From an optimization exercise on the open Yosys and OpenROAD flow, aimed at small area; shortcuts taken in it are not production practice.
Where RTL was checked, it was by simulation tests only, not by an equivalence proof against the original.
Power figures rest on the tool's default switching activity, not on a simulated workload.

==> run a <==
## sha256_main_round
module sha256_main_round
(
    input  logic         clk,
    input  logic         reset_n,
    input  logic         msg_init,
    input  logic         w_vld,
    input  logic [5:0]   w_cnt,
    input  logic [31:0]  Wt,
    output logic         busy,
    output logic         blk_done,
    output logic         seq_err,
    output logic [255:0] digest
);
==> flow/config.mk <==
export PLATFORM = sky130hd
export DESIGN_NAME = sha256_main_round
export DESIGN_NICKNAME = sha256_main_round
export VERILOG_FILES = /design/flow/design.v
export SDC_FILE = /design/flow/constraint.sdc
export NUM_CORES = 4
export LEC_CHECK = 0
export CAP_MARGIN = 20
export CORE_MARGIN = 2
export CORE_UTILIZATION = 65
export CTS_CLUSTER_DIAMETER = 80
export CTS_CLUSTER_SIZE = 18
export SETUP_SLACK_MARGIN = 0.05
export SLEW_MARGIN = 20
==> flow/constraint.sdc <==
create_clock -name core_clock -period 8.0 [get_ports {clk}]
set_input_delay 1.6000 -clock core_clock [delete_from_list [all_inputs] [get_ports {clk}]]
set_output_delay 1.6000 -clock core_clock [all_outputs]
set_load 0.01 [all_outputs]
standard.sh (not shown) runs the stock make flow with config.mk's settings and CLKGATE_MAP_FILE= SYNTH_SCRIPT=/design/flow/synth_recipe.tcl, a recipe that flattens the netlist after the stock synthesis.
==> flow/flow/run.sh <==
#!/bin/bash
# Own layout flow: the standard flow, plus two netlist-level changes.
#  1. After the standard synthesis, flow/fixinv.py removes inverters around
#     full-adder cells (a full adder is self-dual, so a cell can take all its
#     inputs and give all its outputs complemented), and folds an inverter into
#     its driving gate where every load wants the complement. Registers are
#     untouched.
#  2. Port buffers are the smallest buffer, sky130_fd_sc_hd__buf_1.
# Each tool's output goes to a log of its own in this folder.
set -euo pipefail
R=orfs/results/${FLOW_PLATFORM}/sha256_main_round/base
bash standard.sh "$PWD/$R/1_2_yosys.v" > synth.log 2>&1
cp "$R/1_2_yosys.v" 1_2_yosys.orig.v
python3 flow/fixinv.py 1_2_yosys.orig.v "$R/1_2_yosys.v" > fixinv.log 2>&1
bash standard.sh "BUFFER_PORTS_ARGS=-buffer_cell sky130_fd_sc_hd__buf_1" finish > layout.log 2>&1
Other scripts of this flow, unchanged in this note and not shown: flow/flow/fixinv.py
==> run b (differences from run a) <==
CTS_CLUSTER_DIAMETER = 100   (was 80)
CTS_CLUSTER_SIZE = 25   (was 18)
==> summary of the runs <==
Cell area: run b is lower than run a (0.69%). Register-to-register slack: run b is worse than run a (90 ps). In run a the critical path depth is higher than in run b, by 3. Between run a and run b, the lower clock skew is in run a (gap 3.9 ps). In run a the clock power is larger than in run b, by about 18%.


==> 11-12 <==
Starting RTL as in the previous note.
==> module sha256_round_comb, before the edit <==
module sha256_round_comb
(
    input  logic [31:0] a,
    input  logic [31:0] b,
    input  logic [31:0] c,
    input  logic [31:0] d,
    input  logic [31:0] e,
    input  logic [31:0] f,
    input  logic [31:0] g,
    input  logic [31:0] h,
    input  logic [31:0] k_t,
    input  logic [31:0] w_t,
    output logic [31:0] a_n,
    output logic [31:0] e_n
);
    logic [63:0] r1, r2, r3, re, ra1, ra2;
    assign r1  = sha256_pkg::csa(h, sha256_pkg::big_sigma1(e), sha256_pkg::ch(e, f, g));
    assign r2  = sha256_pkg::csa(r1[63:32], r1[31:0], k_t);
    assign r3  = sha256_pkg::csa(r2[63:32], r2[31:0], w_t);
    assign re  = sha256_pkg::csa(r3[63:32], r3[31:0], d);
    assign ra1 = sha256_pkg::csa(r3[63:32], r3[31:0], sha256_pkg::big_sigma0(a));
    assign ra2 = sha256_pkg::csa(ra1[63:32], ra1[31:0], sha256_pkg::maj(a, b, c));
    assign e_n = sha256_pkg::add_bk(re[63:32], re[31:0]);
    assign a_n = sha256_pkg::add_bk(ra2[63:32], ra2[31:0]);
endmodule
==> module sha256_main_round, before the edit <==
module sha256_main_round
(
    input  logic         clk,
    input  logic         reset_n,
    input  logic         msg_init,
    input  logic         w_vld,
    input  logic [5:0]   w_cnt,
    input  logic [31:0]  Wt,
    output logic         busy,
    output logic         blk_done,
    output logic         seq_err,
    output logic [255:0] digest
);
    logic         st_round;    
    logic         st_update;   
    logic [7:0]   cnt_lo;      
    logic [7:0]   cnt_hi;      
    logic         hvld;
    logic [255:0] hreg;
    logic [255:0] work;
    logic         accept;
    logic         last;
    logic [255:0] hcur;
    logic [255:0] hsum;
    logic [255:0] src;
    logic [31:0]  a_n, e_n;
    assign accept = w_vld && !msg_init && !st_update && cnt_lo[w_cnt[2:0]] && cnt_hi[w_cnt[5:3]];
    assign last   = accept && cnt_lo[7] && cnt_hi[7];
    assign hcur = hvld ? hreg : sha256_pkg::IV;
    assign src  = (st_round || st_update) ? work : hcur;
    for (genvar i = 0; i < 8; i++) begin : g_hadd
        sha256_add_ci #(.B(11)) u_add (
            .x (hcur[32*i +: 32]),
            .y (work[32*i +: 32] & {32{st_update}}),
            .s (hsum[32*i +: 32])
        );
    end
    sha256_round_comb u_round (
        .a   (src[255:224]),
        .b   (src[223:192]),
        .c   (src[191:160]),
        .d   (src[159:128]),
        .e   (src[127:96]),
        .f   (src[95:64]),
        .g   (src[63:32]),
        .h   (src[31:0]),
        .k_t (sha256_pkg::k_twohot(cnt_lo, cnt_hi)),
        .w_t (Wt),
        .a_n (a_n),
        .e_n (e_n)
    );
    always_ff @(posedge clk or negedge reset_n) begin
        if (!reset_n) begin
            st_round  <= 1'b0;
            st_update <= 1'b0;
            cnt_lo    <= 8'd1;
            cnt_hi    <= 8'd1;
            hvld      <= 1'b0;
            blk_done  <= 1'b0;
            seq_err   <= 1'b0;
        end else begin
            st_round  <= !msg_init && (st_round ? !last : accept);
            st_update <= !msg_init && last;
            blk_done  <= last;
            hvld      <= !msg_init;
            if (msg_init) begin
                cnt_lo  <= 8'd1;
                cnt_hi  <= 8'd1;
                seq_err <= 1'b0;
            end else begin
                if (accept) begin   
                    cnt_lo <= {cnt_lo[6:0], cnt_lo[7]};
                    if (cnt_lo[7]) cnt_hi <= {cnt_hi[6:0], cnt_hi[7]};
                end
                if (w_vld && !accept) seq_err <= 1'b1;
            end
        end
    end
    always_ff @(posedge clk) begin
        hreg <= hsum;
        if (accept) work <= {a_n, src[255:160], e_n, src[127:32]};
    end
    assign busy   = st_round || st_update;
    assign digest = hcur;
endmodule
export LEC_CHECK = 0
export CAP_MARGIN = 20
export CORE_MARGIN = 2
export CORE_UTILIZATION = 72
export CTS_BUF_LIST = sky130_fd_sc_hd__clkbuf_8
export CTS_CLUSTER_DIAMETER = 70
export CTS_CLUSTER_SIZE = 14
export SETUP_SLACK_MARGIN = 0.15
export SLEW_MARGIN = 20
create_clock -name core_clock -period 8.0 [get_ports {clk}]
==> flow/flow/run.sh <==
#!/bin/bash
# Own layout flow: the standard flow with these changes.
#  1. After the standard synthesis, flow/fixinv.py cleans up polarity: it
#     removes inverters around full-adder cells (a full adder is self-dual, so
#     a cell can take all its inputs and give all its outputs complemented) and
#     swaps gates for their complements (nand2 <-> and2, ...) where that saves
#     area. Registers are untouched.
#  2. Port buffers are the smallest buffer, sky130_fd_sc_hd__buf_1.
# Each tool's output goes to a log of its own in this folder.
set -euo pipefail
R=orfs/results/${FLOW_PLATFORM}/sha256_main_round/base
bash standard.sh "$PWD/$R/1_2_yosys.v" > synth.log 2>&1
cp "$R/1_2_yosys.v" 1_2_yosys.orig.v
python3 flow/fixinv.py 1_2_yosys.orig.v "$R/1_2_yosys.v" > fixinv.log 2>&1
bash standard.sh "BUFFER_PORTS_ARGS=-buffer_cell sky130_fd_sc_hd__buf_1" finish > layout.log 2>&1
Other scripts of this flow, unchanged in this note and not shown: flow/flow/fixinv.py
==> 03-15: changes against 11-12 <==
--- a/flow/design.v
+++ b/flow/design.v
@@ -316,9 +316,9 @@
     output logic [31:0] e_n
 );
     logic [63:0] r1, r2, r3, re, ra1, ra2;
-    assign r1  = sha256_pkg::csa(h, sha256_pkg::big_sigma1(e), sha256_pkg::ch(e, f, g));
+    assign r1  = sha256_pkg::csa(h, w_t, sha256_pkg::big_sigma1(e));
     assign r2  = sha256_pkg::csa(r1[63:32], r1[31:0], k_t);
-    assign r3  = sha256_pkg::csa(r2[63:32], r2[31:0], w_t);
+    assign r3  = sha256_pkg::csa(r2[63:32], r2[31:0], sha256_pkg::ch(e, f, g));
     assign re  = sha256_pkg::csa(r3[63:32], r3[31:0], d);
     assign ra1 = sha256_pkg::csa(r3[63:32], r3[31:0], sha256_pkg::big_sigma0(a));
     assign ra2 = sha256_pkg::csa(ra1[63:32], ra1[31:0], sha256_pkg::maj(a, b, c));
@@ -369,6 +369,7 @@
 );
     logic         st_round;    
     logic         st_update;   
+    logic         st_busy;     
     logic [7:0]   cnt_lo;      
     logic [7:0]   cnt_hi;      
     logic         hvld;
@@ -383,7 +384,7 @@
     assign accept = w_vld && !msg_init && !st_update && cnt_lo[w_cnt[2:0]] && cnt_hi[w_cnt[5:3]];
     assign last   = accept && cnt_lo[7] && cnt_hi[7];
     assign hcur = hvld ? hreg : sha256_pkg::IV;
-    assign src  = (st_round || st_update) ? work : hcur;
+    assign src  = st_busy ? work : hcur;
     for (genvar i = 0; i < 8; i++) begin : g_hadd
         sha256_add_ci #(.B(11)) u_add (
             .x (hcur[32*i +: 32]),
@@ -409,6 +410,7 @@
         if (!reset_n) begin
             st_round  <= 1'b0;
             st_update <= 1'b0;
+            st_busy   <= 1'b0;
             cnt_lo    <= 8'd1;
             cnt_hi    <= 8'd1;
             hvld      <= 1'b0;
@@ -417,6 +419,7 @@
         end else begin
             st_round  <= !msg_init && (st_round ? !last : accept);
             st_update <= !msg_init && last;
+            st_busy   <= !msg_init && (st_round ? 1'b1 : accept);
             blk_done  <= last;
             hvld      <= !msg_init;
             if (msg_init) begin
@@ -436,6 +439,6 @@
         hreg <= hsum;
         if (accept) work <= {a_n, src[255:160], e_n, src[127:32]};
     end
-    assign busy   = st_round || st_update;
+    assign busy   = st_busy;
     assign digest = hcur;
 endmodule
Settings changed: CTS_BUF_LIST sky130_fd_sc_hd__clkbuf_8 to unset, CTS_CLUSTER_DIAMETER 70 to 90, CTS_CLUSTER_SIZE 14 to 22.
==> comparison table <==
| quantity | 03-15 | 11-12 |
|---|---|---|
| Total core area | 52400 um^2 | 52600 um^2 |
| Hold_sp | st_round | seq_err |
| Clk network pwr share | 29.5% | 29.6% |
| Count of cells along the worst register-to-register path | 27 | 23 |
| Placed Instances | 4447 | 4502 |
| Flop+latch power | 2.93 mW | 2.89 mW |
| Result of the run | finished clean | finished clean |
| Height of the die | 234 um | 235 um |
| Final Cycle Share | 97.6% | 97.1% |
| Clock slew at reported path FFs | 0.10 ns | 0.11 ns |
| Total GRT Usage | 45.4% | 47.5% |
| Shortest clock period the worst path allows after layout | 7.81 ns | 7.77 ns |
| DR vias | 29184 | 30115 |
| Count of cells resized by post-cts repair | 13 | 7 |
| Source-to-sink clock delay at the later pin of the worst-skew pair | 0.64 ns | 0.72 ns |
| Seq_cells | 534 | 533 |
| Iter 0 DRT Violations | 3325 | 4499 |
| Final nets | 4389 | 4448 |
| Final cell utilization of the core | 81.7% | 79.4% |
For 03-15, only the layout was checked, not whether the RTL still works.

what the ideal ports hide:
The results above use ideal ports. As a check the final layouts listed here were re-extracted and re-timed, cells and wires unchanged.
Step 1 sets driving cells, clkbuf_16 on the clock port and buf_2 on the other inputs (assumed; they add their load-dependent delay and slew).
Step 2 moves the port delays by t, midway between the first and last clock arrival at a register: inputs arrive t later, outputs are due t later. That takes back most of the time a late clock gives input paths.
a / b / c = ideal / step 1 / step 2; a / b = the first two.
| run | shift t [ns] | slack for setup (ns) | slew at the worst register clock pin (ns) | worst data-port slew with drivers (ns) |
|---|---|---|---|---|
| run a | 0.655 | 0.248 / 0.248 / 0.248 | 0.09 / 0.09 | 0.07 |
| run b | 0.697 | 0.154 / 0.154 / 0.154 | 0.11 / 0.11 | 0.07 |
| 11-12 | 0.754 | 0.229 / 0.229 / 0.229 | 0.12 / 0.12 | 0.06 |
| 03-15 | 0.693 | 0.193 / 0.193 / 0.012 | 0.11 / 0.11 | 0.05 |
After both steps every run listed still meets setup and hold. For 03-15, which loses most, drivers alone change the setup slack by 0.000 ns; drivers and shift together by -0.181 ns.
